Background: an optimization exercise with open tools, aiming at small area, a short achievable clock period and few clock cycles per item. Do not read the settings as production practice.
At most, simulation tests tie the RTL to the original design; equivalence was not proved.
No activity file was given, so power comes from the tool's default toggle rates.

## me_top
module me_top (
    input  logic           clk,
    input  logic           rst_n,
    input  logic           block_valid,
    input  logic           area_valid,
    input  me_pkg::pixel_t in_data,
    output logic           out_valid,
    output me_pkg::mv_t    out_vector
);
Size in the first run: ~2400 cells after synthesis.
make LEC_CHECK=0 CAP_MARGIN=20 CORE_MARGIN=2 CORE_UTILIZATION=40 SLEW_MARGIN=20 finish   # period 7.0 ns
run.sh (not shown) runs the stock make flow with config.mk's settings and CLKGATE_MAP_FILE= SYNTH_SCRIPT=/design/flow/synth_recipe.tcl, a recipe that flattens the netlist after the stock synthesis.
The starting point ran to the end with no violations.
Edit:
- SETUP_SLACK_MARGIN: unset -> 4.2
The new run passed the timing, design-rule and antenna checks.
Core utilization hardly moves.
Synthesized cell count is unchanged.
Routed wire length barely changes.
Sequential power barely changes.
Total power is about the same.
Cell area barely changes.
Worst setup slack gets better by 0.20 ns.
First-iteration DRC count rises by about a fifth.
Hold slack barely changes.
No run of this note included a check of the RTL's function; only the layout flow was run.

---

Another version of the RTL of me_top (not shown whole).
Size in the first run: roughly 2200 cells after synthesis, ~590 flip-flops, roughly 16 I/O pins.
clock: 7.0 ns
lec_check: 0
cap_margin: 20
core_margin: 2
core_utilization: 60
cts_cluster_diameter: 150
cts_cluster_size: 25
setup_slack_margin: 4.6
slew_margin: 20
Rerun with:
--- a/flow/config.mk
+++ b/flow/config.mk
@@ -11,4 +11,4 @@
 export CTS_CLUSTER_DIAMETER = 150
 export CTS_CLUSTER_SIZE = 25
-export SETUP_SLACK_MARGIN = 4.6
+export SETUP_SLACK_MARGIN = 4.7
 export SLEW_MARGIN = 20
Effect: Die area is unchanged. Routed wire length increases by 3.5%. Clock-buffer cell count decreases by 1. Synthesized area stays the same. Core utilization increases by 2.0 points.
No functional check of the RTL was part of any run of this note.

---

me_top, a different RTL version from the one above (not shown whole).
Size in the first run: ~440 flip-flops, ~26000 um^2 of cells after synthesis.
Settings: LEC_CHECK=0, ABC_AREA=1, CAP_MARGIN=20, CORE_MARGIN=2, CORE_UTILIZATION=40, SLEW_MARGIN=20; clock period 7.0 ns.
The starting point ran to the end with no violations.
Testbench counts at the start, summed over its fixed seeds: cycles 15,560, jobs 192.
Rerun with:
- ABC_AREA: 1 -> unset
Outcome: Synthesized cell count fell by 16%. Wire length fell by 6.2%. Sequential power rose by about 0.9%. Non-clock buffer count rose by 1. Worst setup slack gets worse by 5.1 ps. Die area fell by 1.9%. Total power rose by 0.42%. Utilization fell by 0.11 points. Cell area fell by 2.4%. Register-to-register slack gets worse by 350 ps. Clock power fell by about 7%.

---

me_top, a different RTL version from the one above (not shown whole).
Size in the first run: about 2200 cells after synthesis, ~16 I/O pins, ~30000 µm² of cells after synthesis.
clock: 7.0 ns
lec_check: 0
cap_margin: 20
core_margin: 2
core_utilization: 60
cts_cluster_diameter: 150
cts_cluster_size: 25
place_density: 0.75
setup_slack_margin: 4.5
slew_margin: 20
The first run finished with timing, DRC and antenna clean.
Testbench counts at the start, summed over its fixed seeds: cycles 15,944, jobs 192.
==> next run, changes <==
--- a/flow/config.mk
+++ b/flow/config.mk
@@ -8,8 +8,7 @@
 export CAP_MARGIN = 20
 export CORE_MARGIN = 2
-export CORE_UTILIZATION = 60
+export CORE_UTILIZATION = 75
 export CTS_CLUSTER_DIAMETER = 150
 export CTS_CLUSTER_SIZE = 25
-export PLACE_DENSITY = 0.75
 export SETUP_SLACK_MARGIN = 4.5
 export SLEW_MARGIN = 20
Outcome: Die area decreases by 20%; sequential power barely changes; maximum frequency decreases by 0.71%; hold slack is worse by 0.021 ns; final area is lower by 0.54%; setup slack loses 0.018 ns; global-route usage is higher by 6.0 points; via count grows by 1.9%.
==> next run, changes <==
--- a/flow/config.mk
+++ b/flow/config.mk
@@ -8,5 +8,5 @@
 export CAP_MARGIN = 20
 export CORE_MARGIN = 2
-export CORE_UTILIZATION = 75
+export CORE_UTILIZATION = 60
 export CTS_CLUSTER_DIAMETER = 150
 export CTS_CLUSTER_SIZE = 25
=>
- worst setup slack improves by 0.038 ns
- count of clock-buffer cells in the layout stays the same
- die area rises by a quarter to a third
- via count came out lower by a few percent
- global-route usage goes down by 5.2 points
- routed wire length came out lower slightly
- hold slack improved by 0.0031 ns
- utilization falls by 16 points
==> next run, changes <==
--- a/flow/config.mk
+++ b/flow/config.mk
@@ -11,4 +11,4 @@
 export CTS_CLUSTER_DIAMETER = 150
 export CTS_CLUSTER_SIZE = 25
-export SETUP_SLACK_MARGIN = 4.5
+export SETUP_SLACK_MARGIN = 4.3
 export SLEW_MARGIN = 20
Wire length fell by 2.4%.
Utilization fell by 0.83 points.
Global-route usage fell by 0.35 points.
Design area fell by 1.3%.
First-iteration DRC count fell by 3.9%.
Via count fell by 1.9%.
Count of clock-buffer cells in the layout is unchanged.
Clock skew fell by 0.0065 ns.
Clock power barely changes.

---

Another version of the RTL of me_top (not shown whole).
For scale: ~31000 um^2 of cells after synthesis.
## me_top
module me_top (
    input  logic           clk,
    input  logic           rst_n,
    input  logic           block_valid,
    input  logic           area_valid,
    input  me_pkg::pixel_t in_data,
    output logic           out_valid,
    output me_pkg::mv_t    out_vector
);
    me_pkg::pixel_t      sample;
    logic                sample_block;
    logic                sample_valid;
    me_pkg::block_flat_t block_n;
    me_pkg::sad_t        sad;
    logic                sad_valid;
    always_ff @(posedge clk) begin
        sample <= in_data;
    end
    always_ff @(posedge clk or negedge rst_n) begin
        if (!rst_n) begin
            sample_block <= 1'b0;
            sample_valid <= 1'b0;
        end else begin
            sample_block <= block_valid;
            sample_valid <= area_valid;
        end
    end
    block_buffer i_block_buffer (
        .clk          (clk),
        .sample_block (sample_block),
        .sample       (sample),
        .block_n      (block_n)
    );
    sad_array i_sad_array (
        .clk          (clk),
        .rst_n        (rst_n),
        .sample_block (sample_block),
        .sample_valid (sample_valid),
        .sample       (sample),
        .block_n      (block_n),
        .sad          (sad),
        .sad_valid    (sad_valid)
    );
    min_search i_min_search (
        .clk          (clk),
        .rst_n        (rst_n),
        .sample_block (sample_block),
        .sad          (sad),
        .sad_valid    (sad_valid),
        .out_valid    (out_valid),
        .out_vector   (out_vector)
    );
endmodule
clock: 7.0 ns
lec_check: 0
cap_margin: 20
core_margin: 2
core_utilization: 40
setup_slack_margin: 4.5
slew_margin: 20
The starting point completed without violations.
Testbench counts at the start, summed over its fixed seeds: cycles 15,944, jobs 192.
Change:
- CORE_UTILIZATION: 40 -> 60
- CTS_CLUSTER_DIAMETER: not set -> 150
- CTS_CLUSTER_SIZE: not set -> 25
The new run completed with no timing, DRC or antenna violations.
Cell area drops by 6.1%.
Flip-flop and latch count stays the same.
Synthesized area stays the same.
Total power decreases by 14%.
Sequential share of layout area came out higher by 3.2 points.
Maximum frequency rose by 1.3%.
Final cell count drops by 12%.
Critical path depth shrinks by 8.
Wire length shrinks by 4.0%.
Die area goes down by about 33%.
Setup slack gains 0.031 ns.
Change:
- CORE_UTILIZATION: 60 -> 40
=>
- non-clock buffer count grows by 12
- core utilization falls by 21 points
- combinational power barely changes
- global-route usage drops by 7.4 points
- hold slack hardly moves
- die area came out higher by 49%
- cell count rises by 12%
- routed wire length came out higher by 2.1%
- clock-buffer cell count is unchanged
- sequential power hardly moves
Change:
- CTS_CLUSTER_SIZE: 25 -> 30
Outcome: First-iteration DRC count went down by about 2.2%. Clock skew came out higher by 0.0094 ns. Via count went down by 0.70%. Die area is unchanged. Worst hold slack loses 0.0040 ns. Wire length shrinks by 0.50%. Cell area hardly moves. Worst setup slack is better by 0.0059 ns. Maximum frequency barely changes.

-- re-timing with driven ports --
In the flow no input, the clock included, has a driving cell. The finished layouts below were timed again as built, in two steps. Step 1: set_driving_cell puts a clkbuf_16 on clk and a buf_2 on each other input, an assumption about the parent block. Step 2 also shifts input and output timing later by t, the mid clock arrival at the registers, as if the neighbouring blocks saw the same clock. a / b / c = no drivers / after step 1 / after step 2; a / b = the first two.
run	shift t [ns]	slack for setup (ns)	worst hold slack (ns)
the first run of note 1	0.643	4.158 / 4.096 / 4.382	0.358 / 0.358 / 0.358
the second run of note 1	0.661	4.356 / 4.293 / 4.349	0.360 / 0.360 / 0.360
the first run of note 2	0.653	4.544 / 4.504 / 4.543	0.357 / 0.357 / 0.357
the second run of note 2	0.643	4.559 / 4.503 / 4.610	0.385 / 0.385 / 0.385
the first run of note 3	0.650	2.343 / 2.284 / 2.934	0.415 / 0.415 / 0.415
the second run of note 3	0.653	2.338 / 2.280 / 2.909	0.399 / 0.399 / 0.399
the first run of note 4	0.641	4.499 / 4.442 / 4.425	0.377 / 0.377 / 0.377
the second run of note 4	0.645	4.481 / 4.442 / 4.441	0.356 / 0.356 / 0.356
the third run of note 4	0.646	4.518 / 4.461 / 4.412	0.359 / 0.359 / 0.359
the fourth run of note 4	0.651	4.358 / 4.298 / 4.424	0.363 / 0.363 / 0.363
the first run of note 5	0.657	4.473 / 4.451 / 4.430	0.354 / 0.354 / 0.354
the second run of note 5	0.661	4.505 / 4.443 / 4.421	0.368 / 0.368 / 0.368
the third run of note 5	0.652	4.438 / 4.438 / 4.438	0.370 / 0.370 / 0.370
the fourth run of note 5	0.639	4.444 / 4.444 / 4.444	0.366 / 0.366 / 0.366
After both steps every run listed still meets setup and hold. For the third run of note 4, which loses most, drivers alone change the setup slack by -0.057 ns; drivers and shift together by -0.106 ns. The worst setup slack also covers recovery checks on asynchronous resets.
